Source: an optimization exercise on an open RTL-to-GDS flow (aim: small area). Production flows keep margins and buffers that such runs may drop.
The RTL was checked by simulation tests, not by an equivalence proof against the original design.
No activity file was given, so power comes from the tool's default toggle rates.

## lane 1
Design pulsing_led_level_controller_unit, start of the top module:
module pulsing_led_level_controller_unit (
  input  logic                       clk_i,
  input  logic                       rst_ni,
  input  logic                       in_valid,
  output logic                       in_ready,
  input  logic [1:0]                 in_command,
  input  logic [31:0]                in_now_ms,
  input  logic [31:0]                in_last_point_ms,
  input  logic [7:0]                 in_red,
  input  logic [7:0]                 in_green,
  input  logic [7:0]                 in_blue,
  output logic                       out_valid,
  input  logic                       out_ready,
  output logic [17:0]                out_level,
  output logic                       out_pulsing,
  output logic [7:0]                 out_red,
  output logic [7:0]                 out_green,
  output logic [7:0]                 out_blue,
  input  logic                       psel,
  input  logic                       penable,
  input  logic                       pwrite,
  input  logic [3:0]                 paddr,
  input  logic [31:0]                pwdata,
  output logic [31:0]                prdata,
  output logic                       pready
);
Settings: LEC_CHECK=0, ABC_AREA=1, CAP_MARGIN=20, CORE_MARGIN=2, CORE_UTILIZATION=65, SLEW_MARGIN=20; clock period 11.0 ns.
standard.sh (not shown) runs the stock make flow with config.mk's settings and CLKGATE_MAP_FILE= SYNTH_SCRIPT=/design/flow/synth_recipe.tcl, a recipe that flattens the netlist after the stock synthesis.
==> flow/flow/run.sh <==
#!/bin/bash
# Standard ORFS layout (the standard.sh) with area-oriented choices:
#  - ABC maps with an area-oriented script (flow/abc_area.script, used through a copy of the
#    ORFS scripts folder); registers are mapped by the unchanged yosys flow as in the standard
#    synthesis.
#  - buf_1 as the port buffer on every input and output port.
#  - CTS with clkbuf_8 buffers, larger sink clusters and no dummy loads.
# Each tool's output goes to the ORFS logs under orfs/logs; make's output goes to flow.log.
set -euo pipefail
rm -rf orfs_scripts
cp -r "$FLOW_HOME/scripts" orfs_scripts
cp flow/abc_area.script orfs_scripts/abc_area.script
export SCRIPTS_DIR="$PWD/orfs_scripts"
export BUFFER_PORTS_ARGS="-buffer_cell sky130_fd_sc_hd__buf_1"
export CTS_ARGS="-sink_clustering_enable -repair_clock_nets -dont_use_dummy_load -buf_list sky130_fd_sc_hd__clkbuf_4 sky130_fd_sc_hd__clkbuf_8"
bash standard.sh > flow.log 2>&1
==> flow/flow/abc_area.script <==
strash
&get -n
&st
&synch2
&dch -f
&put
amap
topo
stime -c
Lane 1 is listed as incomplete: the tool reported an error in clock tree synthesis (4_1_cts) and the run ended there.
Input changes introduced in lane 2 (baseline for comparison: lane 1):
- changing CORE_UTILIZATION from 65 to 40
==> flow/flow/run.sh <==
#!/bin/bash
# Standard ORFS layout (the standard.sh, unchanged synthesis) with smaller cells where the
# flow has a choice: buf_1 as the port buffer, no CTS dummy loads, and power recovery (cell
# downsizing on paths with slack) after global routing. Each tool's output goes to the ORFS
# logs under orfs/logs; make's own output goes to flow.log here.
set -euo pipefail
export BUFFER_PORTS_ARGS="-buffer_cell sky130_fd_sc_hd__buf_1"
export CTS_ARGS="-sink_clustering_enable -repair_clock_nets -dont_use_dummy_load"
export RECOVER_POWER=100
bash standard.sh > flow.log 2>&1
removed: flow/flow/abc_area.script
==> run summary <==
Lane 2: all stages done; final checks FAILED (capacitance limit, slew limit).
Lane 2 against lane 1: placer's final routability congestion estimate went down; number of placed instances, taps included went up; synthesized area per cell shows a reduction of about 20%.
Lane 2 — adder and majority gate portion of the synthesized area 0.33 points lower, lane 1 as reference
From lane 2 to lane 1, number of top-level design ports did not move at all.
The area of the mapped netlist reported for lane 2 is greater than that of lane 1 by 10%.
Lane 2 against lane 1; synthesized instance count is up by more than a quarter.
Area fraction in compound gates after synthesis was lower in the run labelled lane 2.
[inputs] lane 3 vs lane 2
- GPL_TIMING_DRIVEN: unset -> 0
- CAP_MARGIN: 20 -> 5
- SLEW_MARGIN: 20 -> 5
==> flow/flow/run.sh <==
#!/bin/bash
# Standard ORFS layout (the standard.sh) with area-oriented choices:
#  - ABC maps with an area-oriented script (flow/abc_area.script, used through a copy of the
#    ORFS scripts folder); registers are mapped by the unchanged yosys flow as in the standard
#    synthesis.
#  - buf_1 as the port buffer on every input and output port.
#  - CTS with clkbuf_8 buffers, larger sink clusters and no dummy loads.
# Each tool's output goes to the ORFS logs under orfs/logs; make's output goes to flow.log.
set -euo pipefail
rm -rf orfs_scripts
cp -r "$FLOW_HOME/scripts" orfs_scripts
cp flow/abc_area.script orfs_scripts/abc_area.script
export SCRIPTS_DIR="$PWD/orfs_scripts"
export BUFFER_PORTS_ARGS="-buffer_cell sky130_fd_sc_hd__buf_1"
export CTS_ARGS="-sink_clustering_enable -repair_clock_nets -dont_use_dummy_load -buf_list sky130_fd_sc_hd__clkbuf_8 -sink_clustering_size 20 -sink_clustering_max_diameter 80"
bash standard.sh > flow.log 2>&1
==> flow/flow/abc_area.script (new file) <==
strash
&get -n
&st
&synch2
&dch -f
&put
amap
topo
stime -c
### Flow results
Per the final summary, lane 3 finished and its layout is clean on timing, DRC and antenna.
Relative to lane 2, the instance count of the mapped netlist measured on lane 3 has decreased by more than a quarter.
The combinational power share number comes out lower for lane 3 vs lane 2.
Side by side, non-clock buffer count turned out higher in lane 3 than in lane 2.
Maximum frequency, lane 3 and lane 2: higher on lane 2
The run with more routed wire is lane 2, not lane 3.
Share of the clock period used by the worst path after layout in lane 3 is 13 points higher than in lane 2
Between lane 2 and lane 3, register area share after synthesis increased.
| headroom to the max-slew limit | lane 3 vs lane 2 | 79 points higher |


Another version of the RTL of pulsing_led_level_controller_unit (not shown whole).
Size in the first run: ~170 flip-flops, ~210 I/O pins, roughly 7900 µm² of cells after synthesis.
// pulsing_led_level_controller_unit
module pulsing_led_level_controller_unit (
  input  logic                       clk_i,
  input  logic                       rst_ni,
  input  logic                       in_valid,
  output logic                       in_ready,
  input  logic [1:0]                 in_command,
  input  logic [31:0]                in_now_ms,
  input  logic [31:0]                in_last_point_ms,
  input  logic [7:0]                 in_red,
  input  logic [7:0]                 in_green,
  input  logic [7:0]                 in_blue,
  output logic                       out_valid,
  input  logic                       out_ready,
  output logic [17:0]                out_level,
  output logic                       out_pulsing,
  output logic [7:0]                 out_red,
  output logic [7:0]                 out_green,
  output logic [7:0]                 out_blue,
  input  logic                       psel,
  input  logic                       penable,
  input  logic                       pwrite,
  input  logic [3:0]                 paddr,
  input  logic [31:0]                pwdata,
  output logic [31:0]                prdata,
  output logic                       pready
);
export LEC_CHECK = 0
export ABC_AREA = 1
export CAP_MARGIN = 20
export CORE_MARGIN = 2
export CORE_UTILIZATION = 40
export PLACE_DENSITY = 0.95
export SLEW_MARGIN = 20
create_clock -name core_clock -period 11.0 [get_ports {clk_i}]
==> flow/flow/run.sh <==
#!/bin/bash
# Standard ORFS layout (the standard.sh) with area-oriented choices:
#  - ABC maps with an area-oriented script (flow/abc_area.script, used through a copy of the
#    ORFS scripts folder); registers are mapped by the unchanged yosys flow as in the standard
#    synthesis.
#  - buf_1 as the port buffer on every input and output port.
#  - CTS with clkbuf_8 buffers, larger sink clusters and no dummy loads.
# Each tool's output goes to the ORFS logs under orfs/logs; make's output goes to flow.log.
set -euo pipefail
rm -rf orfs_scripts
cp -r "$FLOW_HOME/scripts" orfs_scripts
cp flow/abc_area.script orfs_scripts/abc_area.script
export SCRIPTS_DIR="$PWD/orfs_scripts"
export BUFFER_PORTS_ARGS="-buffer_cell sky130_fd_sc_hd__buf_1"
export CTS_ARGS="-sink_clustering_enable -repair_clock_nets -dont_use_dummy_load -buf_list sky130_fd_sc_hd__clkbuf_8 -sink_clustering_size 20 -sink_clustering_max_diameter 80"
bash standard.sh > flow.log 2>&1
==> flow/flow/abc_area.script <==
strash
&get -n
&st
&synch2
&dch -f
&put
amap
topo
stime -c
The first run completed with no timing, DRC or antenna violations.
Edit:
Settings changed: PLACE_DENSITY 0.95 to default.
Worst setup slack improved by 0.034 ns. Clock-buffer cell count stays the same. Hold slack improves by 0.0091 ns. Cell area went up by 0.52%. Power grows by 0.33%. Cell count climbs by 0.66%.
Edit:
--- a/flow/flow/run.sh
+++ b/flow/flow/run.sh
@@ -14,2 +14,3 @@
 export BUFFER_PORTS_ARGS="-buffer_cell sky130_fd_sc_hd__buf_1"
+export SKIP_REPAIR_TIE_FANOUT=1
 export CTS_ARGS="-sink_clustering_enable -repair_clock_nets -dont_use_dummy_load -buf_list sky130_fd_sc_hd__clkbuf_8 -sink_clustering_size 20 -sink_clustering_max_diameter 80"
Settings changed: PLACE_DENSITY from default to 0.8.
After rerunning:
- The new run went through all stages and came out clean
- register-to-register slack degrades by 0.32 ns
- count of clock-buffer cells in the layout stays the same
- final cell count is lower by 1.7%
- clock power hardly moves
Edit:
--- a/flow/flow/run.sh
+++ b/flow/flow/run.sh
@@ -14,3 +14,2 @@
 export BUFFER_PORTS_ARGS="-buffer_cell sky130_fd_sc_hd__buf_1"
-export SKIP_REPAIR_TIE_FANOUT=1
 export CTS_ARGS="-sink_clustering_enable -repair_clock_nets -dont_use_dummy_load -buf_list sky130_fd_sc_hd__clkbuf_8 -sink_clustering_size 20 -sink_clustering_max_diameter 80"
Result: The changed run went through all stages and came out clean; cell area grows by 0.45%; total power shrinks by 0.98%; count of clock-buffer cells in the layout does not change; worst setup slack improved by 0.076 ns; combinational power barely changes; first-iteration DRC count shrinks by 12%; flip-flop and latch count stays the same; non-clock buffer count shrinks by 1; area after synthesis stays the same; via count shrinks by 1.5%.
Edit:
Settings changed: GPL_ROUTABILITY_DRIVEN from default to 0, PLACE_DENSITY 0.8 to default.
Effect: The changed run finished with timing, DRC and antenna clean; setup slack is worse by 0.047 ns; synthesized cell count does not change; via count decreases by 1.1%; cell area came out higher by 0.47%; worst hold slack gets worse by 0.0042 ns; die area stays the same; non-clock buffer count increases by 7; area after synthesis does not change; clock-buffer cell count does not change.

[port drivers added, routing unchanged]
How much do the figures lean on ideal ports? The routed layouts below were timed once more, with nothing changed but the port constraints. Step 1: set_driving_cell puts a clkbuf_16 on clk_i and a buf_2 on each other input, an assumption about the parent block. Step 2, shift: input delay + t, output delay - t, t = (earliest + latest rising clock arrival at the registers) / 2. This alone moves slack from input paths to output paths. Three values: ideal ports, drivers, drivers and shift; two values: the first two.
run | t, ns | setup slack, ns | worst setup path after step 2 | worst slew at a driven data input, ns | cell pins on the clock port's net
lane 2 | 0.456 | 4.815 / 4.793 / 4.793 | input to output | 0.05 | 1
lane 3 | 0.502 | 3.333 / 3.299 / 3.299 | input to output | 0.06 | 1
the first run of note 2 | 0.485 | 4.123 / 4.120 / 3.970 | input to register | 0.05 | 1
the second run of note 2 | 0.490 | 4.158 / 4.129 / 4.129 | input to output | 0.05 | 1
the third run of note 2 | 0.482 | 4.066 / 4.038 / 4.038 | input to output | 0.05 | 1
the fourth run of note 2 | 0.471 | 4.142 / 4.114 / 4.066 | input to register | 0.05 | 1
the fifth run of note 2 | 0.483 | 4.095 / 4.073 / 4.073 | input to output | 0.07 | 1
For the first run of note 2, which loses most, drivers alone change the setup slack by -0.003 ns; drivers and shift together by -0.153 ns.
